This is an optimization exercise on Yosys and OpenROAD, whose aim is small area, not a production implementation. In this exercise RTL edits were held to simulation tests only and were not proved equivalent to the original.

==> inputs of violet <==
==> flow/design.v <==
module mips_reg_file #(
  parameter int DATA_W = 32,
  parameter int ADDR_W = 5
) (
  input  logic              clk,
  input  logic              RegWrite,
  input  logic [ADDR_W-1:0] RSaddr,
  input  logic [ADDR_W-1:0] RTaddr,
  input  logic [ADDR_W-1:0] RDaddr,
  input  logic [DATA_W-1:0] RDdata,
  output logic [DATA_W-1:0] RTdata,
  output logic [DATA_W-1:0] srcl,
  input  logic              rst
);
  localparam int DEPTH = 1 << ADDR_W;
  logic [DATA_W-1:0] regs_q [DEPTH];
  logic [DATA_W-1:0] regs_d [DEPTH];
  logic [DEPTH-1:0]  wr_en;
  genvar gi;
  generate
    for (gi = 0; gi < DEPTH; gi++) begin : g_wr_dec
      if (gi == 0) begin : g_zero
        assign wr_en[gi] = 1'b0;
      end else begin : g_reg
        assign wr_en[gi] = RegWrite && (RDaddr == ADDR_W'(gi));
      end
    end
  endgenerate
  always_comb begin
    for (int i = 0; i < DEPTH; i++) begin
      regs_d[i] = wr_en[i] ? RDdata : regs_q[i];
    end
  end
  always_ff @(posedge clk or posedge rst) begin
    if (rst) begin
      for (int i = 0; i < DEPTH; i++) begin
        regs_q[i] <= '0;
      end
    end else begin
      for (int i = 0; i < DEPTH; i++) begin
        regs_q[i] <= regs_d[i];
      end
    end
  end
  always_comb begin
    srcl   = (RSaddr == '0) ? '0 : regs_q[RSaddr];
    RTdata = (RTaddr == '0) ? '0 : regs_q[RTaddr];
  end
endmodule
==> flow/run.sh <==
#!/bin/bash
# synth_recipe.tcl (not shown) runs the flow's synth.tcl, then flattens the netlist and writes it again
# the make line also repeats each setting of config.mk as NAME=value (left out here)
make -C /OpenROAD-flow-scripts/flow DESIGN_CONFIG=/design/flow/config.mk WORK_HOME=/design/flow/orfs CLKGATE_MAP_FILE= SYNTH_SCRIPT=/design/flow/synth_recipe.tcl finish
==> flow/config.mk <==
export PLATFORM = sky130hd
export DESIGN_NAME = mips_reg_file
export DESIGN_NICKNAME = mips_reg_file
export VERILOG_FILES = /design/flow/design.v
export SDC_FILE = /design/flow/constraint.sdc
export NUM_CORES = 4
export LEC_CHECK = 0
export CAP_MARGIN = 20
export CORE_MARGIN = 2
export CORE_UTILIZATION = 40
export SLEW_MARGIN = 20
==> flow/constraint.sdc <==
create_clock -name core_clock -period 7.5 [get_ports {clk}]
set_input_delay 1.5000 -clock core_clock [delete_from_list [all_inputs] [get_ports {clk}]]
set_output_delay 1.5000 -clock core_clock [all_outputs]
set_load 0.01 [all_outputs]
==> raven: changes against violet <==
==> flow/design.v (replaced) <==
module rf_hold #(
  parameter int W = 32
) (
  input  logic         we,
  input  logic         we_n,
  input  logic [W-1:0] d,
  input  logic [W-1:0] q,
  output logic [W-1:0] nx
);
  assign nx = ({W{we}} & d) | ({W{we_n}} & q);
endmodule
module rf_aoi3 #(
  parameter int W = 32
) (
  input  logic [2:0]   sel,
  input  logic [W-1:0] r0,
  input  logic [W-1:0] r1,
  input  logic [W-1:0] r2,
  output logic [W-1:0] y_n
);
  assign y_n = ~(({W{sel[0]}} & r0) | ({W{sel[1]}} & r1) | ({W{sel[2]}} & r2));
endmodule
module rf_aoi1 #(
  parameter int W = 32
) (
  input  logic         sel,
  input  logic [W-1:0] r0,
  output logic [W-1:0] y_n
);
  assign y_n = ~({W{sel}} & r0);
endmodule
module rf_comb #(
  parameter int W = 32
) (
  input  logic [11*W-1:0] p_n,
  output logic [W-1:0]    y
);
  always_comb begin
    for (int b = 0; b < W; b++) begin
      y[b] = ~(p_n[0*W+b] & p_n[1*W+b] & p_n[2*W+b] & p_n[3*W+b])
           | ~(p_n[4*W+b] & p_n[5*W+b] & p_n[6*W+b] & p_n[7*W+b])
           | ~(p_n[8*W+b] & p_n[9*W+b] & p_n[10*W+b]);
    end
  end
endmodule
module rf_rdport #(
  parameter int W = 32
) (
  input  logic [30:0]   sel,
  input  logic [31*W-1:0] rows,
  output logic [W-1:0]  y
);
  logic [11*W-1:0] p_n;
  genvar g;
  generate
    for (g = 0; g < 10; g++) begin : g_grp
      rf_aoi3 #(.W(W)) u_aoi (
        .sel(sel[3*g +: 3]),
        .r0(rows[(3*g)*W +: W]), .r1(rows[(3*g+1)*W +: W]), .r2(rows[(3*g+2)*W +: W]),
        .y_n(p_n[g*W +: W])
      );
    end
  endgenerate
  rf_aoi1 #(.W(W)) u_last (.sel(sel[30]), .r0(rows[30*W +: W]), .y_n(p_n[10*W +: W]));
  rf_comb #(.W(W)) u_comb (.p_n(p_n), .y(y));
endmodule
module mips_reg_file #(
  parameter int DATA_W = 32,
  parameter int ADDR_W = 5
) (
  input  logic              clk,
  input  logic              RegWrite,
  input  logic [ADDR_W-1:0] RSaddr,
  input  logic [ADDR_W-1:0] RTaddr,
  input  logic [ADDR_W-1:0] RDaddr,
  input  logic [DATA_W-1:0] RDdata,
  output logic [DATA_W-1:0] RTdata,
  output logic [DATA_W-1:0] srcl,
  input  logic              rst
);
  localparam int DEPTH = 1 << ADDR_W;
  localparam int NR    = DEPTH - 1;   
  logic [NR-1:0]        valid_q;
  logic [NR-1:0]        wr_en;
  logic [NR-1:0]        s_sel;
  logic [NR-1:0]        t_sel;
  logic [NR*DATA_W-1:0] rows;
  genvar gi;
  generate
    for (gi = 1; gi < DEPTH; gi++) begin : g_row
      logic [DATA_W-1:0] q;
      logic [DATA_W-1:0] nx;
      assign wr_en[gi-1] = RegWrite && (RDaddr == ADDR_W'(gi));
      rf_hold #(.W(DATA_W)) u_hold (
        .we(wr_en[gi-1]), .we_n(~wr_en[gi-1]), .d(RDdata), .q(q), .nx(nx)
      );
      always_ff @(posedge clk) begin
        q <= nx;
      end
      assign rows[(gi-1)*DATA_W +: DATA_W] = q;
      assign s_sel[gi-1] = valid_q[gi-1] && (RSaddr == ADDR_W'(gi));
      assign t_sel[gi-1] = valid_q[gi-1] && (RTaddr == ADDR_W'(gi));
    end
  endgenerate
  always_ff @(posedge clk or posedge rst) begin
    if (rst) begin
      valid_q <= '0;
    end else begin
      valid_q <= valid_q | wr_en;
    end
  end
  rf_rdport #(.W(DATA_W)) u_rd_s (.sel(s_sel), .rows(rows), .y(srcl));
  rf_rdport #(.W(DATA_W)) u_rd_t (.sel(t_sel), .rows(rows), .y(RTdata));
endmodule
Settings changed: SYNTH_HIERARCHICAL set to 1.
==> juniper: changes against violet <==
==> flow/design.v (replaced) <==
module rf_hold #(
  parameter int W = 32
) (
  input  logic         we,
  input  logic         we_n,
  input  logic [W-1:0] d,
  input  logic [W-1:0] q,
  output logic [W-1:0] nx
);
  assign nx = ({W{we}} & d) | ({W{we_n}} & q);
endmodule
module rf_aoi3 #(
  parameter int W = 32
) (
  input  logic [2:0]   sel,
  input  logic [W-1:0] r0,
  input  logic [W-1:0] r1,
  input  logic [W-1:0] r2,
  output logic [W-1:0] y_n
);
  assign y_n = ~(({W{sel[0]}} & r0) | ({W{sel[1]}} & r1) | ({W{sel[2]}} & r2));
endmodule
module rf_aoi1 #(
  parameter int W = 32
) (
  input  logic         sel,
  input  logic [W-1:0] r0,
  output logic [W-1:0] y_n
);
  assign y_n = ~({W{sel}} & r0);
endmodule
module rf_comb #(
  parameter int W = 32
) (
  input  logic [11*W-1:0] p_n,
  output logic [W-1:0]    y
);
  always_comb begin
    for (int b = 0; b < W; b++) begin
      y[b] = ~(p_n[0*W+b] & p_n[1*W+b] & p_n[2*W+b] & p_n[3*W+b])
           | ~(p_n[4*W+b] & p_n[5*W+b] & p_n[6*W+b] & p_n[7*W+b])
           | ~(p_n[8*W+b] & p_n[9*W+b] & p_n[10*W+b]);
    end
  end
endmodule
module rf_rdport #(
  parameter int W = 32
) (
  input  logic [30:0]   sel,
  input  logic [31*W-1:0] rows,
  output logic [W-1:0]  y
);
  logic [11*W-1:0] p_n;
  genvar g;
  generate
    for (g = 0; g < 10; g++) begin : g_grp
      rf_aoi3 #(.W(W)) u_aoi (
        .sel(sel[3*g +: 3]),
        .r0(rows[(3*g)*W +: W]), .r1(rows[(3*g+1)*W +: W]), .r2(rows[(3*g+2)*W +: W]),
        .y_n(p_n[g*W +: W])
      );
    end
  endgenerate
  rf_aoi1 #(.W(W)) u_last (.sel(sel[30]), .r0(rows[30*W +: W]), .y_n(p_n[10*W +: W]));
  rf_comb #(.W(W)) u_comb (.p_n(p_n), .y(y));
endmodule
module mips_reg_file #(
  parameter int DATA_W = 32,
  parameter int ADDR_W = 5
) (
  input  logic              clk,
  input  logic              RegWrite,
  input  logic [ADDR_W-1:0] RSaddr,
  input  logic [ADDR_W-1:0] RTaddr,
  input  logic [ADDR_W-1:0] RDaddr,
  input  logic [DATA_W-1:0] RDdata,
  output logic [DATA_W-1:0] RTdata,
  output logic [DATA_W-1:0] srcl,
  input  logic              rst
);
  localparam int DEPTH = 1 << ADDR_W;
  localparam int NR    = DEPTH - 1;   
  logic [NR-1:0]        valid_q;
  logic [NR-1:0]        wr_en;
  logic [NR-1:0]        s_sel;
  logic [NR-1:0]        t_sel;
  logic [NR*DATA_W-1:0] rows;
  genvar gi, gb;
  generate
    for (gi = 1; gi < DEPTH; gi++) begin : g_row
      logic [DATA_W-1:0] q;
      logic [DATA_W-1:0] nx;
      assign wr_en[gi-1] = RegWrite && (RDaddr == ADDR_W'(gi));
      for (gb = 0; gb < DATA_W; gb = gb + 8) begin : g_byte
        rf_hold #(.W(8)) u_hold (
          .we(wr_en[gi-1]), .we_n(~wr_en[gi-1]), .d(RDdata[gb +: 8]), .q(q[gb +: 8]),
          .nx(nx[gb +: 8])
        );
      end
      always_ff @(posedge clk) begin
        q <= nx;
      end
      assign rows[(gi-1)*DATA_W +: DATA_W] = q;
      assign s_sel[gi-1] = valid_q[gi-1] && (RSaddr == ADDR_W'(gi));
      assign t_sel[gi-1] = valid_q[gi-1] && (RTaddr == ADDR_W'(gi));
    end
  endgenerate
  always_ff @(posedge clk or posedge rst) begin
    if (rst) begin
      valid_q <= '0;
    end else begin
      valid_q <= valid_q | wr_en;
    end
  end
  rf_rdport #(.W(DATA_W)) u_rd_s (.sel(s_sel), .rows(rows), .y(srcl));
  rf_rdport #(.W(DATA_W)) u_rd_t (.sel(t_sel), .rows(rows), .y(RTdata));
endmodule
==> flow/flow/run.sh (new file) <==
#!/bin/bash
# Standard ORFS layout with two changes to how the layout is built:
#  - clock tree synthesis without dummy loads, with clkbuf_16 sink clusters of up to 30 registers;
#  - the port buffers that global placement inserts use buf_1 cells.
# Everything else (synthesis, floorplan, power grid, taps, placement, routing) is the standard
# flow, run through standard.sh.
set -euo pipefail
export CTS_ARGS="-sink_clustering_enable -repair_clock_nets -dont_use_dummy_load -buf_list sky130_fd_sc_hd__clkbuf_16 -sink_clustering_size 30 -sink_clustering_max_diameter 80"
export BUFFER_PORTS_ARGS="-buffer_cell sky130_fd_sc_hd__buf_1"
bash standard.sh > standard_flow.log 2>&1
==> flow/standard.sh (new file) <==
#!/bin/bash
# synth_recipe.tcl (not shown) runs the flow's synth.tcl, then flattens the netlist and writes it again
# the make line also repeats each setting of config.mk as NAME=value (left out here)
make -C /OpenROAD-flow-scripts/flow DESIGN_CONFIG=/design/flow/config.mk WORK_HOME=/design/flow/orfs CLKGATE_MAP_FILE= SYNTH_SCRIPT=/design/flow/synth_recipe.tcl "${@:-finish}"
Settings changed: CORE_UTILIZATION 40 to 45, SYNTH_HIERARCHICAL set to 1.
removed: flow/run.sh
==> out/qor.yml <==
outcome:
  status: "complete, no violations"
synthesis:
  synth_area_um2: 42780
  synth_compound_area_frac: 0.3601
  ys_seq_area_frac: 0.4823
cells_and_area:
  top_regs: "g_row.q (992), valid_q (31)"
detailed_routing:
  routed-via-count: 39360
power_and_ir_drop:
  p_clk_mw: 5.77
  internal_power_mw: 10.86
  switchingPower_mw: 4.040
floorplanning:
  die_height_um: 331.0
  start_util: 0.4047
placed_design:
  placed_cell_area_um2: 43550
-- figures above: raven

==> out/qor.yml <==
synthesis:
  synth_area_um2: 42630
  synth_compound_area_frac: 0.3596
placed_design:
  placed_cell_area_um2: 41850
floorplanning:
  tap_cells: 1254
  start_util: 0.4554
outcome:
  status: "complete, no violations"
grt:
  grt_use_met1: 0.4649
detailed_routing:
  routed-via-count: 37380
power_and_ir_drop:
  switchingPower_mw: 3.398
  internal_power_mw: 8.431
  p_clk_mw: 2.85
sta:
  period_share: 0.8440
-- figures above: juniper

==> out/qor.yml <==
outcome:
  status: "complete, no violations"
power_and_ir_drop:
  switchingPower_mw: 4.587
  internal_power_mw: 10.97
floorplanning:
  die_height_um: 355.4
cells_and_area:
  top_regs: "regs_q (992)"
synthesis:
  synth_compound_area_frac: 0.1641
  ys_seq_area_frac: 0.5025
  synth_area_um2: 49400
-- figures above: violet

## port drivers added, routing unchanged
No port has a modelled driver above. Below, the same layouts with a new extraction and two added sets of constraints.
Step 1: set_driving_cell puts a clkbuf_16 on clk and a buf_2 on each other input, an assumption about the parent block.
Step 2, shift: input delay + t, output delay - t, t = (earliest + latest rising clock arrival at the registers) / 2. This alone moves slack from input paths to output paths.
Slacks: ideal ports / drivers / drivers and shift; pairs: ideal ports / drivers.
run	shift t [ns]	setup slack, ns	worst setup path after step 2	latest minus earliest clock arrival (ns)	pins driven straight from the clock port
violet	0.802	0.238 / 0.178 / 0.178	input to output	0.040 / 0.040	1
raven	0.792	0.595 / 0.572 / 0.572	input to output	0.038 / 0.039	1
juniper	0.718	1.170 / 1.008 / 1.008	input to output	0.052 / 0.052	1
After both steps setup and hold are still met in every run listed. The setup slack of juniper, which loses most, moves by -0.162 ns with the drivers and by -0.162 ns with both steps.
